This is an optimization exercise on Yosys and OpenROAD, whose aim is small area and few clock cycles per item, not a production implementation. Only simulation tests tie the RTL to the original design; equivalence was not proved. Power figures rest on the tool's default switching activity, not on a simulated workload.

Setup of v13:
// fpu_mul_prenorm_pipe
module fpu_mul_prenorm_pipe #(
  parameter int SIZE_DATA = 8,
  parameter int SIZE_MANT = 24,
  parameter int SIZE_LOPD = 8,
  parameter int BIAS      = 127
) (
  input  logic                   i_clk,
  input  logic                   i_rst_n,
  input  logic                   i_valid,
  output logic                   o_ready,
  input  logic [31:0]            i_data_a,
  input  logic [31:0]            i_data_b,
  output logic                   o_valid,
  input  logic                   i_ready,
  output logic                   o_sign,
  output logic [SIZE_DATA-1:0]   o_data_exp,
  output logic                   o_exp_oor,
  output logic [2*SIZE_MANT-1:0] o_mant_prod,
  output logic                   o_ov_flag,
  output logic                   o_un_flag,
  output logic [SIZE_LOPD-1:0]   o_one_pos,
  output logic                   o_zero_flag
);
export LEC_CHECK = 0
export CAP_MARGIN = 5
export CORE_MARGIN = 2
export CORE_UTILIZATION = 40
export CTS_BUF_LIST = sky130_fd_sc_hd__clkbuf_8
export GPL_TIMING_DRIVEN = 0
export SLEW_MARGIN = 5
export SYNTH_HIERARCHICAL = 1
export SYNTH_MINIMUM_KEEP_SIZE = 0
create_clock -name core_clock -period 8.0 [get_ports {i_clk}]
standard.sh (not shown) runs the stock make flow with config.mk's settings and CLKGATE_MAP_FILE= SYNTH_SCRIPT=/design/flow/synth_recipe.tcl, a recipe that flattens the netlist after the stock synthesis.
==> flow/flow/run.sh <==
#!/bin/bash
# The standard layout, except that the port buffers are sky130_fd_sc_hd__buf_1
# cells (resized later by repair as needed) instead of the delay cells
# buffer_ports picks by default, and clock tree synthesis inserts no dummy loads.
set -euo pipefail
bash standard.sh 'BUFFER_PORTS_ARGS=-buffer_cell sky130_fd_sc_hd__buf_1' \
  'CTS_ARGS=-sink_clustering_enable -repair_clock_nets -dont_use_dummy_load -buf_list sky130_fd_sc_hd__clkbuf_8' \
  finish > orfs_make.log 2>&1
Testbench counts of v13, summed over its fixed seeds: cycles 24,008, items 24,000.
Here is what was changed in the inputs of v2 compared with v13.
==> flow/flow/run.sh <==
#!/bin/bash
# The standard layout, except that the port buffers are sky130_fd_sc_hd__buf_1
# cells (resized later by repair as needed) instead of the delay cells
# buffer_ports picks by default. Every port still gets its own buffer.
set -euo pipefail
bash standard.sh 'BUFFER_PORTS_ARGS=-buffer_cell sky130_fd_sc_hd__buf_1' finish > orfs_make.log 2>&1
## What came out
- Any difference in count of cells resized by post-cts repair between v13 and v2 is small enough to ignore.
- Fmax | v2 vs v13 | v2 slower
- Diff v13 -> v2 | clock network power share | increase of 1.1 points
Inputs modified between v2 and v28:
- SLEW_MARGIN: 5 -> 20
- CAP_MARGIN: 5 -> 20
==> flow/flow/run.sh <==
#!/bin/bash
# The standard layout, except that the port buffers are sky130_fd_sc_hd__buf_1
# cells (resized later by repair as needed) instead of the delay cells
# buffer_ports picks by default, and clock tree synthesis inserts no dummy loads.
set -euo pipefail
bash standard.sh 'BUFFER_PORTS_ARGS=-buffer_cell sky130_fd_sc_hd__buf_1' \
  'CTS_ARGS=-sink_clustering_enable -repair_clock_nets -dont_use_dummy_load -buf_list sky130_fd_sc_hd__clkbuf_8' \
  finish > orfs_make.log 2>&1
==> comparison <==
[compare] base=v2 new=v28: proportion of power drawn by flip-flops and latches flat, highest cell delay on the worst timing path went up 0.39 ns. Of v2 and v28, v28 shows the higher setup slack, with v2 below it. Between v28 and v2, it is v28 whose critical-path maximum fanout is lower, by 19%. v2 and v28 ended up with nearly the same total routing usage reported by global routing.

* * *

Another version of the RTL of fpu_mul_prenorm_pipe (not shown whole).
Size in the first run: roughly 66 flip-flops, ~140 I/O pins, about 0.016 sq mm of cells after synthesis.
export LEC_CHECK = 0
export CAP_MARGIN = 20
export CORE_MARGIN = 2
export CORE_UTILIZATION = 40
export CTS_BUF_LIST = sky130_fd_sc_hd__clkbuf_8
export GPL_TIMING_DRIVEN = 0
export SLEW_MARGIN = 20
export SYNTH_HIERARCHICAL = 1
export SYNTH_MINIMUM_KEEP_SIZE = 0
create_clock -name core_clock -period 8.0 [get_ports {i_clk}]
==> flow/flow/run.sh <==
#!/bin/bash
# The standard layout, except that the port buffers are sky130_fd_sc_hd__buf_1
# cells (resized later by repair as needed) instead of the delay cells
# buffer_ports picks by default. Every port still gets its own buffer.
set -euo pipefail
bash standard.sh 'BUFFER_PORTS_ARGS=-buffer_cell sky130_fd_sc_hd__buf_1' finish > orfs_make.log 2>&1
Testbench counts at the start, summed over its fixed seeds: cycles 24,008, items 24,000.
Then changed:
==> flow/flow/run.sh (replaced) <==
#!/bin/bash
# The standard layout, except that the port buffers are sky130_fd_sc_hd__buf_1
# cells (resized later by repair as needed) instead of the delay cells
# buffer_ports picks by default, and clock tree synthesis inserts no dummy loads.
set -euo pipefail
bash standard.sh 'BUFFER_PORTS_ARGS=-buffer_cell sky130_fd_sc_hd__buf_1' \
  'CTS_ARGS=-repair_clock_nets -dont_use_dummy_load -buf_list sky130_fd_sc_hd__clkbuf_8' \
  finish > orfs_make.log 2>&1
--- a/flow/config.mk
+++ b/flow/config.mk
@@ -6,10 +6,10 @@
 export NUM_CORES = 4
 export LEC_CHECK = 0
-export CAP_MARGIN = 20
+export CAP_MARGIN = 5
 export CORE_MARGIN = 2
 export CORE_UTILIZATION = 40
 export CTS_BUF_LIST = sky130_fd_sc_hd__clkbuf_8
 export GPL_TIMING_DRIVEN = 0
-export SLEW_MARGIN = 20
+export SLEW_MARGIN = 5
 export SYNTH_HIERARCHICAL = 1
 export SYNTH_MINIMUM_KEEP_SIZE = 0
Outcome:
- The new run completed without violations
- die area is unchanged
- clock skew increases by 0.0093 ns
- worst setup slack loses 0.028 ns
- wire length hardly moves
- area after synthesis stays the same
- cell count falls slightly

* * *

Setup of run A:
Another version of the RTL of fpu_mul_prenorm_pipe (not shown whole).
Size in the first run: about 1400 cells after synthesis, roughly 67 flip-flops, ~140 I/O pins, roughly 16000 um^2 of cells after synthesis.
make LEC_CHECK=0 CAP_MARGIN=20 CORE_MARGIN=2 CORE_UTILIZATION=40 CTS_BUF_LIST=sky130_fd_sc_hd__clkbuf_8 GPL_TIMING_DRIVEN=0 SLEW_MARGIN=20 SYNTH_HIERARCHICAL=1 SYNTH_MINIMUM_KEEP_SIZE=0 finish   # period 8.0 ns
run.sh (not shown) runs the stock make flow with config.mk's settings and CLKGATE_MAP_FILE= SYNTH_SCRIPT=/design/flow/synth_recipe.tcl, a recipe that flattens the netlist after the stock synthesis.
Stock flow here: none of the scripts above is used.
Every stage of the flow completed for run A, and the final layout passed the timing, DRC and antenna checks.
Testbench counts of run A, summed over its fixed seeds: cycles 24,008, items 24,000.
[inputs] run B vs run A
Settings: removing GPL_TIMING_DRIVEN (formerly 0); removing CTS_BUF_LIST (formerly sky130_fd_sc_hd__clkbuf_8).
## What came out
Higher share of the core filled with cells in the final layout was reported by run B, not run A. Going from run A to run B, clock network power share grows by 1.5 points. Run A has a lower met3 track demand over resource in global routing than run B. Of run B and run A, the higher overall power belongs to run A. On sequential share of power: between run B and run A, it ends up higher for run B. Run A tops out at a lower clock frequency than run B. Run B vs. run A: shortest period the worst path allows moved down, sequential share of layout area now sits lower.
Inputs modified between run B and run C:
Settings: SLEW_MARGIN changed from 20 to 0; CAP_MARGIN changed from 20 to 0; CTS_BUF_LIST newly set to sky130_fd_sc_hd__clkbuf_4.
--- outcome ---
- When the final numbers for run C and run B were put side by side, the number of fillers in the final layout turned out to be greater in run C.
- Run B tops out at a lower clock frequency than run C.
- Setup slack up 0.10 ns in run C wrt run B
- As far as via count is concerned, run B and run C perform about the same.
- Any difference in overall routed net length between run B and run C is small enough to ignore.

* * *

fpu_mul_prenorm_pipe with an RTL version that a note above also has.
For scale: about 1,400 cells after synthesis, roughly 66 flip-flops, ~16,000 µm² of cells after synthesis.
Design fpu_mul_prenorm_pipe, start of the top module:
module fpu_mul_prenorm_pipe #(
  parameter int SIZE_DATA = 8,
  parameter int SIZE_MANT = 24,
  parameter int SIZE_LOPD = 8,
  parameter int BIAS      = 127
) (
  input  logic                   i_clk,
  input  logic                   i_rst_n,
  input  logic                   i_valid,
  output logic                   o_ready,
  input  logic [31:0]            i_data_a,
  input  logic [31:0]            i_data_b,
  output logic                   o_valid,
  input  logic                   i_ready,
  output logic                   o_sign,
  output logic [SIZE_DATA-1:0]   o_data_exp,
  output logic                   o_exp_oor,
  output logic [2*SIZE_MANT-1:0] o_mant_prod,
  output logic                   o_ov_flag,
  output logic                   o_un_flag,
  output logic [SIZE_LOPD-1:0]   o_one_pos,
  output logic                   o_zero_flag
);
  localparam int FP_W    = fpu_mul_pkg::FP_W;
  localparam int EXP_W   = fpu_mul_pkg::EXP_W;
  localparam int FRAC_W  = fpu_mul_pkg::FRAC_W;
  localparam int NBLK    = 8;
  logic                       a_nz, b_nz;
  logic [EXP_W-1:0]           ea, eb;
  logic [SIZE_MANT-1:0]       ma, mb;
  logic [EXP_W:0]             exp_t;
  logic                       exp_oor;
  logic                       r_valid;
  logic                       r_sign;
  logic [SIZE_DATA-1:0]       r_exp;
  logic                       r_oor;
  logic [2*SIZE_MANT-1:0]     r_sn;
  logic [NBLK-2:0]            r_gn;
  logic [2*SIZE_MANT-1:0]     r_prod;
  logic                       load;
  logic [2*SIZE_MANT-1:0]     mul_sn;
  logic [NBLK-2:0]            mul_gn;
  assign a_nz = |i_data_a[FP_W-2:FRAC_W];
  assign b_nz = |i_data_b[FP_W-2:FRAC_W];
  assign ea   = a_nz ? i_data_a[FP_W-2:FRAC_W] : EXP_W'(1);
  assign eb   = b_nz ? i_data_b[FP_W-2:FRAC_W] : EXP_W'(1);
  assign ma   = {a_nz, i_data_a[FRAC_W-1:0]};
  ...
==> flow/config.mk <==
export PLATFORM = sky130hd
export DESIGN_NAME = fpu_mul_prenorm_pipe
export DESIGN_NICKNAME = fpu_mul_prenorm_pipe
export VERILOG_FILES = /design/flow/design.v
export SDC_FILE = /design/flow/constraint.sdc
export NUM_CORES = 4
export LEC_CHECK = 0
export CAP_MARGIN = 20
export CORE_MARGIN = 2
export CORE_UTILIZATION = 40
export CTS_BUF_LIST = sky130_fd_sc_hd__clkbuf_8
export GPL_TIMING_DRIVEN = 0
export SLEW_MARGIN = 20
export SYNTH_HIERARCHICAL = 1
export SYNTH_MINIMUM_KEEP_SIZE = 0
==> flow/constraint.sdc <==
create_clock -name core_clock -period 8.0 [get_ports {i_clk}]
set_input_delay 1.6000 -clock core_clock [delete_from_list [all_inputs] [get_ports {i_clk}]]
set_output_delay 1.6000 -clock core_clock [all_outputs]
set_load 0.01 [all_outputs]
standard.sh (not shown) runs the stock make flow with config.mk's settings and CLKGATE_MAP_FILE= SYNTH_SCRIPT=/design/flow/synth_recipe.tcl, a recipe that flattens the netlist after the stock synthesis.
==> flow/flow/run.sh <==
#!/bin/bash
# The standard layout, except that the port buffers are sky130_fd_sc_hd__buf_1
# cells (resized later by repair as needed) instead of the delay cells
# buffer_ports picks by default. Every port still gets its own buffer.
set -euo pipefail
bash standard.sh 'BUFFER_PORTS_ARGS=-buffer_cell sky130_fd_sc_hd__buf_1' finish > orfs_make.log 2>&1
Testbench counts at the start, summed over its fixed seeds: cycles 24,008, items 24,000.
Next try:
==> flow/flow/run.sh (replaced) <==
#!/bin/bash
# The standard layout, except that the port buffers are sky130_fd_sc_hd__buf_1
# cells (resized later by repair as needed) instead of the delay cells
# buffer_ports picks by default, and clock tree synthesis uses larger sink
# clusters and no dummy loads.
set -euo pipefail
bash standard.sh 'BUFFER_PORTS_ARGS=-buffer_cell sky130_fd_sc_hd__buf_1' \
  'CTS_ARGS=-sink_clustering_enable -repair_clock_nets -dont_use_dummy_load -buf_list sky130_fd_sc_hd__clkbuf_16 -sink_clustering_size 34 -sink_clustering_max_diameter 150 -sink_buffer_max_cap_derate 1.0' \
  finish > orfs_make.log 2>&1
After rerunning:
- The new run passed the timing, DRC and antenna checks
- sequential power barely changes
- routed wire length hardly moves
- cell area hardly moves
- worst setup slack gains 0.0059 ns
- sequential cell count is unchanged
- area after synthesis is unchanged
- final cell count came out lower by 0.34%

afterwards: timing with drivers on the ports:
No port has a modelled driver above. Below, the same layouts with a new extraction and two added sets of constraints. Step 1 sets driving cells, clkbuf_16 on the clock port and buf_2 on the other inputs (assumed; they add their load-dependent delay and slew). Step 2, shift: input delay + t, output delay - t, t = (earliest + latest rising clock arrival at the registers) / 2. This alone moves slack from input paths to output paths. a / b / c = no drivers / after step 1 / after step 2; a / b = the first two.
| run | shift t [ns] | setup slack, ns | cell pins on the clock port's net |
|---|---|---|---|
| v13 | 0.376 | 0.276 / 0.295 / -0.080 | 1 |
| v2 | 0.384 | 0.252 / 0.268 / -0.115 | 1 |
| v28 | 0.372 | 0.443 / 0.459 / 0.087 | 1 |
| the first run of note 2 | 0.383 | 0.226 / 0.244 / -0.139 | 1 |
| the second run of note 2 | 0.377 | 0.199 / 0.201 / -0.175 | 1 |
| run A | 0.379 | 0.173 / 0.178 / -0.201 | 1 |
| run B | 0.382 | 0.522 / 0.550 / 0.168 | 1 |
| run C | 0.470 | 0.623 / 0.646 / 0.176 | 1 |
| the first run of note 4 | 0.381 | 0.449 / 0.466 / 0.085 | 1 |
| the second run of note 4 | 0.367 | 0.455 / 0.464 / 0.097 | 1 |
Met with ideal ports but missed after step 2: setup timing in 5 of these runs. For run C, which loses most, drivers alone change the setup slack by +0.023 ns; drivers and shift together by -0.447 ns.
